This is an optimization exercise on Yosys and OpenROAD, whose aim is small area, a short achievable clock period and few clock cycles per item, not a production implementation.
The RTL was checked by simulation tests, not by an equivalence proof against the original design.
No activity file was given, so power comes from the tool's default toggle rates.

==> trial 57: inputs <==
==> flow/design.v <==
package aus_pkg;
  localparam int DEPTH = 64;
  localparam int PTR_W = $clog2(DEPTH);
  localparam int CNT_W = $clog2(DEPTH + 1);
  typedef logic [PTR_W-1:0] ptr_t;
  typedef logic [CNT_W-1:0] cnt_t;
  typedef struct packed {
    logic [6:0]        col;
    logic [6:0]        row;
    logic signed [7:0] value;
    logic signed [7:0] mark;
  } entry_t;
  localparam int ENTRY_W = 7 + 7 + 8 + 8;   
  localparam logic signed [7:0] MARK_ANCHOR = 8'sd1;
  localparam logic signed [7:0] MARK_NONE   = -8'sd1;
  localparam logic signed [7:0] MARK_CLEAR  = 8'sd0;
  typedef enum logic [2:0] {
    OP_PUSH   = 3'd0,
    OP_POP    = 3'd1,
    OP_PEEK   = 3'd2,
    OP_ANCHOR = 3'd3,
    OP_APPEND = 3'd4
  } op_t;
  typedef enum logic [1:0] {
    ST_OK    = 2'd0,
    ST_EMPTY = 2'd1,
    ST_FULL  = 2'd2
  } status_t;
  typedef enum logic {
    S_IDLE,
    S_EXEC
  } fsm_t;
endpackage
module aus_ram #(
  parameter int DEPTH  = 64,
  parameter int BODY_W = 22,
  parameter int MARK_W = 8
) (
  input  logic                      clk,
  input  logic                      rst,
  input  logic [DEPTH-1:0]          we_body,
  input  logic [DEPTH-1:0]          we_mark,
  input  logic [BODY_W-1:0]         wbody_enc,
  input  logic [MARK_W-1:0]         wmark_enc,
  input  logic [DEPTH-1:0]          rsel,
  output logic [BODY_W+MARK_W-1:0]  rraw,
  output logic                      phase
);
  logic [BODY_W-1:0]         body [DEPTH];
  logic [MARK_W-1:0]         mark [DEPTH];
  always_ff @(posedge clk) begin
    if (rst) phase <= 1'b0;
    else     phase <= !phase;
  end
  for (genvar r = 0; r < DEPTH; r++) begin : g_row
    for (genvar b = 0; b < BODY_W; b++) begin : g_body
      aus_bit u_bit (
        .clk   (clk),
        .write (we_body[r]),
        .hold  (!we_body[r]),
        .wenc  (wbody_enc[b]),
        .q     (body[r][b])
      );
    end
    for (genvar b = 0; b < MARK_W; b++) begin : g_mark
      aus_bit u_bit (
        .clk   (clk),
        .write (we_mark[r]),
        .hold  (!we_mark[r]),
        .wenc  (wmark_enc[b]),
        .q     (mark[r][b])
      );
    end
  end
  always_comb begin
    rraw = '0;
    for (int r = 0; r < DEPTH; r++) begin
      rraw = rraw | ({(BODY_W + MARK_W){rsel[r]}} & {body[r], mark[r]});
    end
  end
endmodule
module aus_bit (
  input  logic clk,
  input  logic write,
  input  logic hold,
  input  logic wenc,
  output logic q
);
  always_ff @(posedge clk) begin
    q <= ~((q | write) & (wenc | hold));
  end
endmodule
module aus_ctrl (
  input  logic                      clk,
  input  logic                      rst,
  input  logic                      start,
  output logic                      busy,
  input  logic [2:0]                operation,
  input  logic [6:0]                in_col,
  input  logic [6:0]                in_row,
  input  logic signed [7:0]         in_value,
  input  logic signed [7:0]         in_mark,
  output logic [aus_pkg::DEPTH-1:0] we_body,
  output logic [aus_pkg::DEPTH-1:0] we_mark,
  output logic [21:0]               wbody_enc,
  output logic [7:0]                wmark_enc,
  output logic [aus_pkg::DEPTH-1:0] rsel,
  input  logic [29:0]               rraw,
  input  logic                      phase,
  output logic                      done,
  output logic [1:0]                status,
  output logic [6:0]                out_col,
  output logic [6:0]                out_row,
  output logic signed [7:0]         out_value,
  output logic signed [7:0]         out_mark,
  output logic                      anchor_present,
  output logic                      is_empty,
  output logic [aus_pkg::CNT_W-1:0] fill_count
);
  logic              take;
  logic              a_valid;
  logic              a_push, a_pop, a_peek, a_anchor, a_append;
  logic              a_mark_anchor;    
  logic [7:0]        wmark;
  assign busy = 1'b0;
  assign take = start && !rst;
  assign wmark = (operation == aus_pkg::OP_APPEND) ? in_mark
               : {7'd0, operation == aus_pkg::OP_ANCHOR};
  always_ff @(posedge clk) begin
    a_valid       <= take;
    a_push        <= take && operation == aus_pkg::OP_PUSH;
    a_pop         <= take && operation == aus_pkg::OP_POP;
    a_peek        <= take && operation == aus_pkg::OP_PEEK;
    a_anchor      <= take && operation == aus_pkg::OP_ANCHOR;
    a_append      <= take && operation == aus_pkg::OP_APPEND;
    a_mark_anchor <= in_mark == aus_pkg::MARK_ANCHOR;
    wbody_enc     <= {in_col, in_row, in_value} ^ {22{!phase}};
    wmark_enc     <= wmark ^ {8{!phase}};
  end
  logic [aus_pkg::DEPTH-1:0] t_oh;      
  logic [7:0]    b_hi, b_lo;            
  aus_pkg::cnt_t count;
  logic          empty;                 
  logic          full;                  
  logic do_push, do_pop, do_peek, do_anchor, do_append, do_mark;
  aus_pkg::cnt_t count_next;
  logic [aus_pkg::DEPTH-1:0] at_b;
  assign do_push   = a_push   && !full;
  assign do_append = a_append && !full;
  assign do_pop    = a_pop    && !empty;
  assign do_peek   = a_peek   && !empty;
  assign do_anchor = a_anchor && !empty;
  assign do_mark   = (a_peek || a_anchor) && !empty;
  for (genvar r = 0; r < aus_pkg::DEPTH; r++) begin : g_we
    assign at_b[r] = b_hi[r / 8] && b_lo[r % 8];
    assign we_body[r] = (do_push && t_oh[(r + aus_pkg::DEPTH - 1) % aus_pkg::DEPTH])
                     || (do_append && at_b[r]);
    assign we_mark[r] = we_body[r] || (do_mark && t_oh[r]);
  end
  assign rsel = t_oh;
  always_comb begin
    count_next = count;
    if (do_push || do_append) count_next = count + 1'b1;
    else if (do_pop)          count_next = count - 1'b1;
  end
  always_ff @(posedge clk) begin
    if (rst) begin
      t_oh    <= {1'b1, {(aus_pkg::DEPTH - 1){1'b0}}};    
      b_hi    <= 8'h80;                                   
      b_lo    <= 8'h80;
      count   <= '0;
      empty   <= 1'b1;
      full    <= 1'b0;
    end else begin
      if (do_push)     t_oh <= {t_oh[aus_pkg::DEPTH-2:0], t_oh[aus_pkg::DEPTH-1]};
      else if (do_pop) t_oh <= {t_oh[0], t_oh[aus_pkg::DEPTH-1:1]};
      if (do_append) begin
        b_lo <= {b_lo[0], b_lo[7:1]};
        if (b_lo[0]) b_hi <= {b_hi[0], b_hi[7:1]};
      end
      count   <= count_next;
      empty   <= (count_next == '0);
      full    <= (count_next == aus_pkg::CNT_W'(aus_pkg::DEPTH));
    end
  end
  logic          c_valid;
  logic          c_pop, c_peek, c_anchor, c_add_anchor;
  logic          c_empty_err, c_full_err;
  logic [29:0]   c_raw;
  aus_pkg::entry_t c_rec;
  aus_pkg::cnt_t anchors, anchors_next;
  logic          rd_anchor, inc, dec;
  always_ff @(posedge clk) begin
    c_valid      <= a_valid && !rst;
    c_pop        <= do_pop && !rst;
    c_peek       <= do_peek && !rst;
    c_anchor     <= do_anchor && !rst;
    c_add_anchor <= do_append && a_mark_anchor && !rst;
    c_empty_err  <= (a_pop || a_peek || a_anchor) && empty;
    c_full_err   <= (a_push || a_append) && full;
    c_raw        <= rraw;
  end
  assign c_rec = c_raw ^ {30{!phase}};
  assign rd_anchor = (c_rec.mark == aus_pkg::MARK_ANCHOR);
  assign inc = (c_anchor && !rd_anchor) || c_add_anchor;
  assign dec = (c_pop || c_peek) && rd_anchor;
  always_comb begin
    anchors_next = anchors;
    if (inc)      anchors_next = anchors + 1'b1;
    else if (dec) anchors_next = anchors - 1'b1;
  end
  always_ff @(posedge clk) begin
    if (rst) begin
      anchors <= '0;
      done    <= 1'b0;
    end else begin
      anchors <= anchors_next;
      done    <= c_valid;
    end
  end
  always_ff @(posedge clk) begin
    status         <= c_empty_err ? aus_pkg::ST_EMPTY
                    : c_full_err  ? aus_pkg::ST_FULL
                    : aus_pkg::ST_OK;
    out_col        <= c_pop ? c_rec.col   : '0;
    out_row        <= c_pop ? c_rec.row   : '0;
    out_value      <= c_pop ? c_rec.value : '0;
    out_mark       <= (c_pop || c_peek) ? c_rec.mark
                    : c_empty_err ? aus_pkg::MARK_NONE
                    : aus_pkg::MARK_CLEAR;
    anchor_present <= inc || (dec ? (anchors != aus_pkg::CNT_W'(1)) : (anchors != '0));
    is_empty       <= empty;
    fill_count     <= count;
  end
endmodule
module anchored_undo_stack_top (
  input  logic                      clk,
  input  logic                      rst,
  input  logic                      start,
  output logic                      busy,
  input  logic [2:0]                operation,
  input  logic [6:0]                in_col,
  input  logic [6:0]                in_row,
  input  logic signed [7:0]         in_value,
  input  logic signed [7:0]         in_mark,
  output logic                      done,
  output logic [1:0]                status,
  output logic [6:0]                out_col,
  output logic [6:0]                out_row,
  output logic signed [7:0]         out_value,
  output logic signed [7:0]         out_mark,
  output logic                      anchor_present,
  output logic                      is_empty,
  output logic [aus_pkg::CNT_W-1:0] fill_count
);
  logic [aus_pkg::DEPTH-1:0] we_body;
  logic [aus_pkg::DEPTH-1:0] we_mark;
  logic [21:0]               wbody_enc;
  logic [7:0]                wmark_enc;
  logic [aus_pkg::DEPTH-1:0] rsel;
  logic [29:0]               rraw;
  logic                      phase;
  aus_ram #(
    .DEPTH  (aus_pkg::DEPTH),
    .BODY_W (22),
    .MARK_W (8)
  ) u_ram (
    .clk     (clk),
    .rst     (rst),
    .we_body (we_body),
    .we_mark (we_mark),
    .wbody_enc (wbody_enc),
    .wmark_enc (wmark_enc),
    .rsel    (rsel),
    .rraw    (rraw),
    .phase   (phase)
  );
  aus_ctrl u_ctrl (
    .clk            (clk),
    .rst            (rst),
    .start          (start),
    .busy           (busy),
    .operation      (operation),
    .in_col         (in_col),
    .in_row         (in_row),
    .in_value       (in_value),
    .in_mark        (in_mark),
    .we_body        (we_body),
    .we_mark        (we_mark),
    .wbody_enc      (wbody_enc),
    .wmark_enc      (wmark_enc),
    .rsel           (rsel),
    .rraw           (rraw),
    .phase          (phase),
    .done           (done),
    .status         (status),
    .out_col        (out_col),
    .out_row        (out_row),
    .out_value      (out_value),
    .out_mark       (out_mark),
    .anchor_present (anchor_present),
    .is_empty       (is_empty),
    .fill_count     (fill_count)
  );
endmodule
==> flow/run.sh <==
#!/bin/bash
# synth_recipe.tcl (not shown) runs the flow's synth.tcl, then flattens the netlist and writes it again
# the make line also repeats each setting of config.mk as NAME=value (left out here)
make -C /OpenROAD-flow-scripts/flow DESIGN_CONFIG=/design/flow/config.mk WORK_HOME=/design/flow/orfs CLKGATE_MAP_FILE= SYNTH_SCRIPT=/design/flow/synth_recipe.tcl finish
==> flow/config.mk <==
export PLATFORM = sky130hd
export DESIGN_NAME = anchored_undo_stack_top
export DESIGN_NICKNAME = anchored_undo_stack_top
export VERILOG_FILES = /design/flow/design.v
export SDC_FILE = /design/flow/constraint.sdc
export NUM_CORES = 4
export LEC_CHECK = 0
export CAP_MARGIN = 20
export CORE_MARGIN = 2
export CORE_UTILIZATION = 45
export CTS_CLUSTER_DIAMETER = 100
export CTS_CLUSTER_SIZE = 30
export SETUP_SLACK_MARGIN = 4.3
export SLEW_MARGIN = 20
export SYNTH_HIERARCHICAL = 1
==> flow/constraint.sdc <==
create_clock -name core_clock -period 7.0 [get_ports {clk}]
set_input_delay 1.4000 -clock core_clock [delete_from_list [all_inputs] [get_ports {clk}]]
set_output_delay 1.4000 -clock core_clock [all_outputs]
set_load 0.01 [all_outputs]
==> build 41 (differences from trial 57) <==
--- a/flow/design.v
+++ b/flow/design.v
@@ -45,3 +45,4 @@
   input  logic [DEPTH-1:0]          rsel,
-  output logic [BODY_W+MARK_W-1:0]  rraw,
+  output logic [BODY_W+MARK_W-1:0]  rraw_a,
+  output logic [BODY_W+MARK_W-1:0]  rraw_b,
   output logic                      phase
@@ -74,7 +75,22 @@
   end
-  always_comb begin
-    rraw = '0;
-    for (int r = 0; r < DEPTH; r++) begin
-      rraw = rraw | ({(BODY_W + MARK_W){rsel[r]}} & {body[r], mark[r]});
+  localparam int NGRP = (DEPTH + 2) / 3;
+  logic [DEPTH-1:0]         col_q [BODY_W+MARK_W];
+  logic [3*NGRP-1:0]        rsel_pad;
+  logic [NGRP-1:0]          grp_n [BODY_W+MARK_W];
+  assign rsel_pad = {{(3 * NGRP - DEPTH){1'b0}}, rsel};
+  for (genvar b = 0; b < BODY_W + MARK_W; b++) begin : g_col
+    logic [3*NGRP-1:0] q_pad;
+    for (genvar r = 0; r < DEPTH; r++) begin : g_r
+      assign col_q[b][r] = (b < MARK_W) ? mark[r][b] : body[r][b - MARK_W];
+    end
+    assign q_pad = {{(3 * NGRP - DEPTH){1'b0}}, col_q[b]};
+    for (genvar g = 0; g < NGRP; g++) begin : g_grp
+      aus_rd3 u_rd (
+        .sel (rsel_pad[3*g +: 3]),
+        .q   (q_pad[3*g +: 3]),
+        .y_n (grp_n[b][g])
+      );
     end
+    assign rraw_a[b] = !(&grp_n[b][NGRP/2-1:0]);
+    assign rraw_b[b] = !(&grp_n[b][NGRP-1:NGRP/2]);
   end
@@ -92,2 +108,9 @@
 endmodule
+module aus_rd3 (
+  input  logic [2:0] sel,
+  input  logic [2:0] q,
+  output logic       y_n
+);
+  assign y_n = !((sel[0] && q[0]) || (sel[1] && q[1]) || (sel[2] && q[2]));
+endmodule
 module aus_ctrl (
@@ -107,3 +130,4 @@
   output logic [aus_pkg::DEPTH-1:0] rsel,
-  input  logic [29:0]               rraw,
+  input  logic [29:0]               rraw_a,
+  input  logic [29:0]               rraw_b,
   input  logic                      phase,
@@ -188,3 +212,3 @@
   logic          c_empty_err, c_full_err;
-  logic [29:0]   c_raw;
+  logic [29:0]   c_raw_a, c_raw_b;
   aus_pkg::entry_t c_rec;
@@ -200,5 +224,6 @@
     c_full_err   <= (a_push || a_append) && full;
-    c_raw        <= rraw;
+    c_raw_a      <= rraw_a;
+    c_raw_b      <= rraw_b;
   end
-  assign c_rec = c_raw ^ {30{!phase}};
+  assign c_rec = (c_raw_a | c_raw_b) ^ {30{!phase}};
   assign rd_anchor = (c_rec.mark == aus_pkg::MARK_ANCHOR);
@@ -260,3 +285,4 @@
   logic [aus_pkg::DEPTH-1:0] rsel;
-  logic [29:0]               rraw;
+  logic [29:0]               rraw_a;
+  logic [29:0]               rraw_b;
   logic                      phase;
@@ -274,3 +300,4 @@
     .rsel    (rsel),
-    .rraw    (rraw),
+    .rraw_a  (rraw_a),
+    .rraw_b  (rraw_b),
     .phase   (phase)
@@ -292,3 +319,4 @@
     .rsel           (rsel),
-    .rraw           (rraw),
+    .rraw_a         (rraw_a),
+    .rraw_b         (rraw_b),
     .phase          (phase),
CORE_UTILIZATION = 55   (was 45)
CTS_CLUSTER_DIAMETER = 90   (was 100)
CTS_CLUSTER_SIZE = 25   (was 30)
==> notes <==
Of build 41 and trial 57, trial 57 has the higher synthesized cell count (gap about 5%, measured against trial 57).
Sequential power is about the same in build 41 and trial 57.
Against build 41, the via count of trial 57 is smaller by about 1.3%.
Trial 57 went through all stages and came out clean. Build 41 finished clean.
Routed wire length: trial 57 is higher than build 41 (5.2%).
Between build 41 and trial 57, the lower global-route usage is in trial 57 (gap 5.8 points).
Between trial 57 and build 41, the lower clock-buffer cell count is in trial 57 (gap 13).
Between trial 57 and build 41, the lower fmax is in trial 57 (gap 2.1%, measured against build 41).
Between trial 57 and build 41, the lower design area is in build 41 (gap about 1.1%, measured against build 41).
Against trial 57, the clock power of build 41 is higher by 5.5%.
Of build 41 and trial 57, build 41 has the higher hold slack (gap 19 ps).
==> figures <==
| quantity | trial 57 | build 41 |
|---|---|---|
| Status | finished clean | finished clean |
| Non-clock inverters | 199 | 194 |
| Number of instances in the synthesized netlist | 6,309 | 5,989 |
| Avg Inst Size Synth | 11.1 um2 | 11.5 um2 |
| Flip-flop and latch count after synthesis | 2,133 | 2,163 |
| Distinct cells, synth | 59 | 57 |
| Number of logic stages on the critical path including buffering | 5 | 4 |
| Cell area after technology mapping | 70,300 um2 | 68,700 um2 |
| Total met2 wirelength after detailed routing | 118 mm | 103 mm |
| Delay of the slowest cell on the worst path | 730 ps | 720 ps |
| Share of synthesized area spent on multiplexers | 0.103% | 0.200% |
| Total Power Consumption | 22,300 uW | 22,500 uW |
| Number of warning messages in the yosys log | 11 | 14 |
| Proportion of layout cells with a drive suffix above 1 | 7.44% | 6.29% |
| Via count of the first global-routing pass | 55,090 | 53,782 |
| Worst Setup Slack post-DPL | 3420 ps | 3240 ps |
| CLK BUF | 92 | 105 |
| Final design instance area without fill | 76,200 um2 | 75,400 um2 |
| Signal buffers share of area | 2.22% | 2.12% |
| Endpoint of the worst hold-timing path | u_ctrl.fill_count[6]$_DFF_P_ | u_ctrl.status[0]$_SDFF_PP1_ |
| FP Rows | 145 | 129 |
Testbench counts of trial 57, summed over its fixed seeds: cycles 24,024, items 24,000.
Testbench counts of build 41, summed over its fixed seeds: cycles 24,024, items 24,000.

## re-timing with driven ports
The flow's constraints put no driver on any port. The routed layouts listed below were extracted and timed again, unchanged, in two steps.
Step 1: set_driving_cell puts a clkbuf_16 on clk and a buf_2 on each other input, an assumption about the parent block.
Step 2, shift: input delay + t, output delay - t, t = (earliest + latest rising clock arrival at the registers) / 2. This alone moves slack from input paths to output paths.
Slacks: no drivers / after step 1 / after step 2; pairs: no drivers / after step 1.
| run | t (ns) | slack for setup (ns) | hold slack, ns | latest minus earliest clock arrival (ns) | worst register clock-pin slew, ns |
|---|---|---|---|---|---|
| trial 57 | 0.844 | 4.185 / 4.185 / 3.825 | 0.387 / 0.387 / 0.387 | 0.054 / 0.054 | 0.12 / 0.12 |
| build 41 | 0.825 | 4.244 / 4.244 / 3.588 | 0.406 / 0.406 / 0.406 | 0.036 / 0.037 | 0.11 / 0.11 |
After both steps every run listed still meets setup and hold. For build 41, which loses most, drivers alone change the setup slack by 0.000 ns; drivers and shift together by -0.656 ns.
